This is an optimization exercise on Yosys and OpenROAD, whose aim is small area and a short achievable clock period, not a production implementation. In this exercise RTL edits were held to simulation tests only and were not proved equivalent to the original. Power is estimated from default activity; no workload was simulated.

Design frame_buffer_top, start of the top module:
module frame_buffer_top
(
   input  logic                 sram_clock,
   input  logic                 rst,
   input  logic                 in_valid,
   input  logic                 in_last,
   input  logic                 hold,
   input  stream_pkg::sample_t  in_data,
   output logic                 out_valid,
   output logic                 out_last,
   output logic                 frame_dropped,
   output stream_pkg::sample_t  out_data
);
   mem_pkg::sram_addr_t commit_ptr;  
   mem_pkg::sram_addr_t read_ptr;
   logic [7:0]               wr_lo;
   logic [7:0]               wr_hi;
   stream_pkg::buffer_word_t wr_word;
   logic [7:0]               rd_lo;
   logic [7:0]               rd_hi;
   stream_pkg::buffer_word_t rd_word;
   frame_writer frame_writer_i
   (
      .sram_clock    (sram_clock),
      .rst           (rst),
      .in_valid      (in_valid),
      .in_last       (in_last),
      .in_data       (in_data),
      .read_ptr      (read_ptr),
      .commit_ptr    (commit_ptr),
      .frame_dropped (frame_dropped),
      .mem_wr_lo      (wr_lo),
      .mem_wr_hi      (wr_hi),
      .mem_wr_word    (wr_word)
   );
   sram_dual_port
   #(
      .address_width (6)
   )
   sram_dual_port_i
   (
      .sram_clock (sram_clock),
      .wr_lo      (wr_lo),
      .wr_hi      (wr_hi),
      .wr_word    (wr_word),
      .rd_lo      (rd_lo),
      .rd_hi      (rd_hi),
      .rd_word    (rd_word)
   );
   frame_reader frame_reader_i
   (
      .sram_clock (sram_clock),
      .rst        (rst),
      .hold       (hold),
      .commit_ptr (commit_ptr),
      .read_ptr   (read_ptr),
      .out_valid  (out_valid),
      .out_last   (out_last),
      .out_data   (out_data),
      .mem_rd_lo      (rd_lo),
      .mem_rd_hi      (rd_hi),
      .mem_rd_word    (rd_word)
   );
endmodule
clock: 4.0 ns
lec_check: 0
abc_area: 1
cap_margin: 20
core_margin: 2
core_utilization: 55
cts_cluster_diameter: 60
cts_cluster_size: 30
setup_slack_margin: 1.8
slew_margin: 20
run.sh (not shown) runs the stock make flow with config.mk's settings and CLKGATE_MAP_FILE= SYNTH_SCRIPT=/design/flow/synth_recipe.tcl, a recipe that flattens the netlist after the stock synthesis.
The first run ran to the end with no violations.
Edit:
Settings changed: SETUP_SLACK_MARGIN 1.8 to 2.0.
The changed run finished clean.
Hold slack stays flat.
Area after synthesis does not change.
Final area grows by a few percent.
Setup slack gains 160 ps.
Power grows slightly.


The RTL this note starts from:
==> flow/design.v <==
package mem_pkg;
   typedef logic [6-1:0] sram_addr_t;
   function automatic sram_addr_t ptr_next(input sram_addr_t ptr);
      ptr_next = ptr + 1'b1;
   endfunction
endpackage
package stream_pkg;
   typedef logic [16-1:0] sample_t;
   typedef struct packed
   {
      logic    last;    
      sample_t data;
   } buffer_word_t;
endpackage
`timescale 1ns/1ns
module sram_dual_port
#(
   parameter int address_width = 6
)
(
   input  logic                       sram_clock,
   input  mem_pkg::sram_addr_t        wr_address,
   input  stream_pkg::buffer_word_t   wr_word,
   input  mem_pkg::sram_addr_t        rd_address,
   output stream_pkg::buffer_word_t   rd_word
);
   localparam int depth = 1 << address_width;
   logic [16:0] ram [0:depth-1];
   always_ff @(posedge sram_clock)
   begin
      ram[wr_address] <= wr_word;
   end
   logic [depth-1:0]        rd_sel;
   logic [16:0] rd_next;
   always_comb
   begin
      rd_next = '0;
      for (int i = 0; i < depth; i++)
      begin
         rd_sel[i] = (rd_address == i[address_width-1:0]);
         rd_next   = rd_next | (ram[i] & {(16+1){rd_sel[i]}});
      end
   end
   always_ff @(posedge sram_clock)
   begin
      rd_word <= rd_next;
   end
endmodule
`timescale 1ns/1ns
module frame_writer
(
   input  logic                 sram_clock,
   input  logic                 rst,
   input  logic                 in_valid,
   input  logic                 in_last,
   input  stream_pkg::sample_t  in_data,
   input  mem_pkg::sram_addr_t  read_ptr,
   output mem_pkg::sram_addr_t  commit_ptr,
   output logic                 frame_dropped,
   output mem_pkg::sram_addr_t      mem_wr_address,
   output stream_pkg::buffer_word_t mem_wr_word
);
   mem_pkg::sram_addr_t   wr_ptr;      
   mem_pkg::sram_addr_t   next_ptr;
   logic         discarding;  
   logic         full;
   stream_pkg::buffer_word_t in_word;
   assign next_ptr = mem_pkg::ptr_next(wr_ptr);
   assign full = (next_ptr == read_ptr);
   assign in_word.last = in_last;
   assign in_word.data = in_data;
   assign mem_wr_address = wr_ptr;
   assign mem_wr_word    = in_word;
   always_ff @(posedge sram_clock)
   begin
      if (rst)
      begin
         wr_ptr        <= '0;
         commit_ptr    <= '0;
         discarding    <= 1'b0;
         frame_dropped <= 1'b0;
      end
      else
      begin
         frame_dropped <= 1'b0;
         if (in_valid)
         begin
            if (discarding)
            begin
               if (in_last)
               begin
                  discarding <= 1'b0;  
               end
            end
            else if (full)
            begin
               wr_ptr        <= commit_ptr;
               frame_dropped <= 1'b1;
               discarding    <= !in_last;
            end
            else
            begin
               wr_ptr <= next_ptr;
               if (in_last)
               begin
                  commit_ptr <= next_ptr;  
               end
            end
         end
      end
   end
endmodule
`timescale 1ns/1ns
module frame_reader
(
   input  logic                 sram_clock,
   input  logic                 rst,
   input  logic                 hold,
   input  mem_pkg::sram_addr_t  commit_ptr,
   output mem_pkg::sram_addr_t  read_ptr,
   output logic                 out_valid,
   output logic                 out_last,
   output stream_pkg::sample_t  out_data,
   output mem_pkg::sram_addr_t      mem_rd_address,
   input  stream_pkg::buffer_word_t mem_rd_word
);
   logic fetch;
   logic pending;
   assign pending = (read_ptr != commit_ptr);
   assign fetch = pending && !hold;
   assign mem_rd_address = read_ptr;
   always_ff @(posedge sram_clock)
   begin
      if (rst)
      begin
         read_ptr  <= '0;
         out_valid <= 1'b0;
      end
      else
      begin
         out_valid <= fetch;  
         if (fetch)
         begin
            read_ptr <= mem_pkg::ptr_next(read_ptr);
         end
      end
   end
   assign out_data = mem_rd_word.data;
   assign out_last = mem_rd_word.last;
endmodule
`timescale 1ns/1ns
module frame_buffer_top
(
   input  logic                 sram_clock,
   input  logic                 rst,
   input  logic                 in_valid,
   input  logic                 in_last,
   input  logic                 hold,
   input  stream_pkg::sample_t  in_data,
   output logic                 out_valid,
   output logic                 out_last,
   output logic                 frame_dropped,
   output stream_pkg::sample_t  out_data
);
   mem_pkg::sram_addr_t commit_ptr;  
   mem_pkg::sram_addr_t read_ptr;
   mem_pkg::sram_addr_t               wr_address;
   stream_pkg::buffer_word_t wr_word;
   mem_pkg::sram_addr_t               rd_address;
   stream_pkg::buffer_word_t rd_word;
   frame_writer frame_writer_i
   (
      .sram_clock    (sram_clock),
      .rst           (rst),
      .in_valid      (in_valid),
      .in_last       (in_last),
      .in_data       (in_data),
      .read_ptr      (read_ptr),
      .commit_ptr    (commit_ptr),
      .frame_dropped (frame_dropped),
      .mem_wr_address (wr_address),
      .mem_wr_word    (wr_word)
   );
   sram_dual_port
   #(
      .address_width (6)
   )
   sram_dual_port_i
   (
      .sram_clock (sram_clock),
      .wr_address (wr_address),
      .wr_word    (wr_word),
      .rd_address (rd_address),
      .rd_word    (rd_word)
   );
   frame_reader frame_reader_i
   (
      .sram_clock (sram_clock),
      .rst        (rst),
      .hold       (hold),
      .commit_ptr (commit_ptr),
      .read_ptr   (read_ptr),
      .out_valid  (out_valid),
      .out_last   (out_last),
      .out_data   (out_data),
      .mem_rd_address (rd_address),
      .mem_rd_word    (rd_word)
   );
endmodule
==> flow/config.mk <==
export PLATFORM = sky130hd
export DESIGN_NAME = frame_buffer_top
export DESIGN_NICKNAME = frame_buffer_top
export VERILOG_FILES = /design/flow/design.v
export SDC_FILE = /design/flow/constraint.sdc
export NUM_CORES = 4
export LEC_CHECK = 0
export CAP_MARGIN = 20
export CORE_MARGIN = 2
export CORE_UTILIZATION = 55
export CTS_CLUSTER_DIAMETER = 60
export CTS_CLUSTER_SIZE = 30
export SETUP_SLACK_MARGIN = 2.0
export SLEW_MARGIN = 20
==> flow/constraint.sdc <==
create_clock -name core_clock -period 4.0 [get_ports {sram_clock}]
set_input_delay 0.8000 -clock core_clock [delete_from_list [all_inputs] [get_ports {sram_clock}]]
set_output_delay 0.8000 -clock core_clock [all_outputs]
set_load 0.01 [all_outputs]
The baseline produced a clean layout.
Then changed:
CTS_CLUSTER_DIAMETER = unset   (was 60)
CTS_CLUSTER_SIZE = unset   (was 30)
The changed run passed the timing, DRC and antenna checks.
Wire length climbs slightly.
Power climbs by a little under a tenth.
Die area does not change.
Combinational power drops by a few percent.
Design area climbs slightly.
Setup slack gains 0.042 ns.
Sequential share of layout area drops by 0.72 points.
Utilization climbs by 0.75 points.
Cell count climbs slightly.
Via count climbs slightly.

re-timing with driven ports:
Ports are ideal in the flow. The routed layouts listed here were re-timed in OpenROAD.
Step 1 sets driving cells, clkbuf_16 on the clock port and buf_2 on the other inputs (assumed; they add their load-dependent delay and slew).
Step 2 also shifts input and output timing later by t, the mid clock arrival at the registers, as if the neighbouring blocks saw the same clock.
Three values: no drivers, after step 1, after step 2; two values: the first two.
run | t, ns | setup slack, ns | latest minus earliest clock arrival (ns) | worst slew at a driven data input, ns | pins driven straight from the clock port
the first run of note 1 | 0.734 | 1.778 / 1.746 / 1.327 | 0.042 / 0.041 | 0.05 | 1
the second run of note 1 | 0.735 | 1.935 / 1.919 / 1.424 | 0.042 / 0.042 | 0.04 | 1
the first run of note 2 | 0.726 | 1.190 / 1.190 / 1.190 | 0.038 / 0.039 | 0.08 | 1
the second run of note 2 | 0.765 | 1.232 / 1.232 / 1.232 | 0.029 / 0.030 | 0.09 | 1
After both steps every run listed still meets setup and hold. For the second run of note 1, which loses most, drivers alone change the setup slack by -0.016 ns; drivers and shift together by -0.511 ns.
